Context: an optimization exercise on an open-source flow, tuned for small area, a short achievable clock period and few clock cycles per item. The choices shown serve that exercise and are no tape-out recipe. In this exercise RTL edits were held to simulation tests only and were not proved equivalent to the original.

Setup of run A:
==> flow/design.v (excerpt) <==
module seq_operator_unit (
    input  logic        clk,
    input  logic        rst,
    input  logic        in_valid,
    output logic        in_ready,
    input  logic [3:0]  op,
    input  logic        is_signed,
    input  logic [31:0] a,
    input  logic [31:0] b,
    output logic        out_valid,
    input  logic        out_ready,
    output logic [31:0] result,
    output logic        div_by_zero
);
    localparam logic [3:0] OP_ADD  = 4'd0,  OP_SUB  = 4'd1,  OP_MUL  = 4'd2,  OP_DIV  = 4'd3,
                           OP_MOD  = 4'd4,  OP_AND  = 4'd5,  OP_OR   = 4'd6,  OP_XOR  = 4'd7,
                           OP_XNOR = 4'd8,  OP_SHL  = 4'd9,  OP_SHR  = 4'd10, OP_ASHR = 4'd11,
                           OP_RAND = 4'd12, OP_ROR  = 4'd13, OP_RXOR = 4'd14, OP_LT   = 4'd15;
    localparam logic [1:0] S_EXEC = 2'd0,   
                           S_MUL  = 2'd1,   
                           S_ITER = 2'd2,   
                           S_FIX  = 2'd3;   
    logic        xv;
    logic [1:0]  xst;
    logic [3:0]  xop;
    logic        xsg;
    logic        xsub;      
    logic        fin;       
    logic [31:0] r1, r2, r3;
    logic [31:0] rc;        
    logic [7:0]  mb;        
  ...
==> flow/config.mk <==
export PLATFORM = sky130hd
export DESIGN_NAME = seq_operator_unit
export DESIGN_NICKNAME = seq_operator_unit
export VERILOG_FILES = /design/flow/design.v
export SDC_FILE = /design/flow/constraint.sdc
export NUM_CORES = 4
export LEC_CHECK = 0
export CAP_MARGIN = 20
export CELL_PAD_IN_SITES_DETAIL_PLACEMENT = 1
export CORE_MARGIN = 2
export CORE_UTILIZATION = 40
export SETUP_SLACK_MARGIN = 5
export SLEW_MARGIN = 20
==> flow/constraint.sdc <==
create_clock -name core_clock -period 9.5 [get_ports {clk}]
set_input_delay 1.9000 -clock core_clock [delete_from_list [all_inputs] [get_ports {clk}]]
set_output_delay 1.9000 -clock core_clock [all_outputs]
set_load 0.01 [all_outputs]
run.sh (not shown) runs the stock make flow with config.mk's settings and CLKGATE_MAP_FILE= SYNTH_SCRIPT=/design/flow/synth_recipe.tcl, a recipe that flattens the netlist after the stock synthesis.
In summary, run A completed successfully, with a layout that passed the timing, design-rule and antenna checks.
Testbench counts of run A, summed over its fixed seeds: cycles 6,474, items 3,200.
Relative to run A, the following input files were edited for run B:
Settings: setting ABC_AREA to 1 for the first time.
## What came out
- Cmp run B vs run A: wire length of the first global-routing pass higher in run B
- Run B ends up with a die area that is about 1% higher than in run A.
- Highest cell delay on the worst timing path was higher in run A than in run B.
- Sort run A and run B by average instance area after synthesis asc -> top: run B
- Taking run A as the reference point, the share of the final layout cell area in sequential cells of run B rises by 0.53 points.
- Overall routing resource usage for run B is higher than for run A.
- Run B vs run A: met3 track demand over resource in global routing down in run B
- In the tables for run A and run B, net count after synthesis reads lower with run A.
- [run B vs run A] starting density of the core: higher in run B
- Higher share of final layout cell area taken by non-clock buffers goes to run A over run B.
Modified inputs, run C compared to run B
Settings: clearing ABC_AREA, which used to be 1; clearing CELL_PAD_IN_SITES_DETAIL_PLACEMENT, which used to be 1.
## What came out
Looking at launch point of the critical path, the r2[9]$_DFFE_PP_ result is from run C; the r2[8]$_DFFE_PP_ one comes from run B. Run B → run C: global placement routability congestion rose 6.6%; maximum clock frequency rose about 0.9%.

seq_operator_unit, a different RTL version from the one above (not shown whole).
Size: about 4400 cells after synthesis, about 190 flip-flops, ~110 I/O pins, roughly 29000 um2 of cells after synthesis.
Design seq_operator_unit, start of the top module:
module seq_operator_unit (
    input  logic        clk,
    input  logic        rst,
    input  logic        in_valid,
    output logic        in_ready,
    input  logic [3:0]  op,
    input  logic        is_signed,
    input  logic [31:0] a,
    input  logic [31:0] b,
    output logic        out_valid,
    input  logic        out_ready,
    output logic [31:0] result,
    output logic        div_by_zero
);
Settings: LEC_CHECK=0, ABC_AREA=1, CAP_MARGIN=20, CELL_PAD_IN_SITES_DETAIL_PLACEMENT=1, CORE_MARGIN=2, CORE_UTILIZATION=50, SETUP_SLACK_MARGIN=5, SLEW_MARGIN=20; clock period 9.5 ns.
The starting point completed without violations.
Testbench counts at the start, summed over its fixed seeds: cycles 6,480, items 3,200.
Change:
--- a/flow/config.mk
+++ b/flow/config.mk
@@ -10,5 +10,5 @@
 export CELL_PAD_IN_SITES_DETAIL_PLACEMENT = 1
 export CORE_MARGIN = 2
-export CORE_UTILIZATION = 50
+export CORE_UTILIZATION = 40
 export SETUP_SLACK_MARGIN = 5
 export SLEW_MARGIN = 20
Outcome: The new run finished with timing, DRC and antenna clean; wire length goes down by 4.3%; critical path depth grows by 1; hold slack improves by 0.0080 ns; first-iteration DRC count decreases by 28%; global-route usage went down by 10 points; die area climbs by 25%.

seq_operator_unit, a different RTL version from the one above (not shown whole).
Size in the first run: about 4,700 cells after synthesis, ~200 flip-flops, ~110 I/O pins.
Settings: LEC_CHECK=0, ABC_AREA=1, CAP_MARGIN=20, CELL_PAD_IN_SITES_DETAIL_PLACEMENT=1, CORE_MARGIN=2, CORE_UTILIZATION=40, PLACE_DENSITY=0.7, SETUP_SLACK_MARGIN=5, SLEW_MARGIN=20; clock period 9.5 ns.
The baseline completed and failed the layout checks on capacitance limit, slew limit.
Testbench counts at the start, summed over its fixed seeds: cycles 6,290, items 3,200.
Then changed:
PLACE_DENSITY = default   (was 0.7)
Result: This time the run finished with timing, DRC and antenna clean. Cell area falls slightly. Final cell count came out lower slightly. Synthesized area stays the same. Die area does not change.

## run a
seq_operator_unit, a different RTL version from the one above (not shown whole).
Size: roughly 3,700 cells after synthesis, ~30,000 um^2 of cells after synthesis.
==> flow/config.mk <==
export PLATFORM = sky130hd
export DESIGN_NAME = seq_operator_unit
export DESIGN_NICKNAME = seq_operator_unit
export VERILOG_FILES = /design/flow/design.v
export SDC_FILE = /design/flow/constraint.sdc
export NUM_CORES = 4
export LEC_CHECK = 0
export CAP_MARGIN = 20
export CELL_PAD_IN_SITES_DETAIL_PLACEMENT = 1
export CORE_MARGIN = 2
export CORE_UTILIZATION = 40
export SETUP_SLACK_MARGIN = 5
export SLEW_MARGIN = 20
export TNS_END_PERCENT = 5
==> flow/constraint.sdc <==
create_clock -name core_clock -period 9.5 [get_ports {clk}]
set_input_delay 1.9000 -clock core_clock [delete_from_list [all_inputs] [get_ports {clk}]]
set_output_delay 1.9000 -clock core_clock [all_outputs]
set_load 0.01 [all_outputs]
Run a: no failed stages, no open violations at the end
Testbench counts of run a, summed over its fixed seeds: cycles 6,480, items 3,200.
--- input diff run a..run b ---
Settings: an added ABC_AREA of 1; a deleted TNS_END_PERCENT that had been 5.
### Flow results
- Run b: critical path depth higher than run a

[afterwards: timing with drivers on the ports]
Ports are ideal in the flow. The routed layouts listed here were re-timed in OpenROAD. Step 1 sets driving cells, clkbuf_16 on the clock port and buf_2 on the other inputs (assumed; they add their load-dependent delay and slew). Step 2 also shifts input and output timing later by t, the mid clock arrival at the registers, as if the neighbouring blocks saw the same clock. Three values: ideal ports, drivers, drivers and shift; two values: the first two.
| run | t (ns) | setup WS [ns] | worst setup path after step 2 |
|---|---|---|---|
| run A of note 1 | 0.583 | 4.770 / 4.770 / 4.404 | input to register |
| run B of note 1 | 0.583 | 4.748 / 4.748 / 4.506 | input to register |
| run C of note 1 | 0.581 | 4.793 / 4.793 / 4.423 | input to register |
| the first run of note 2 | 0.595 | 4.796 / 4.796 / 4.361 | input to register |
| the second run of note 2 | 0.585 | 4.983 / 4.983 / 4.490 | input to register |
| the first run of note 3 | 0.611 | 4.309 / 4.309 / 4.309 | register to register |
| the second run of note 3 | 0.588 | 4.884 / 4.884 / 4.401 | input to register |
| run a of note 4 | 0.597 | 4.751 / 4.751 / 4.303 | input to register |
| run b of note 4 | 0.610 | 4.907 / 4.930 / 4.320 | input to register |
The setup slack of run b of note 4, which loses most, moves by +0.023 ns with the drivers and by -0.587 ns with both steps.
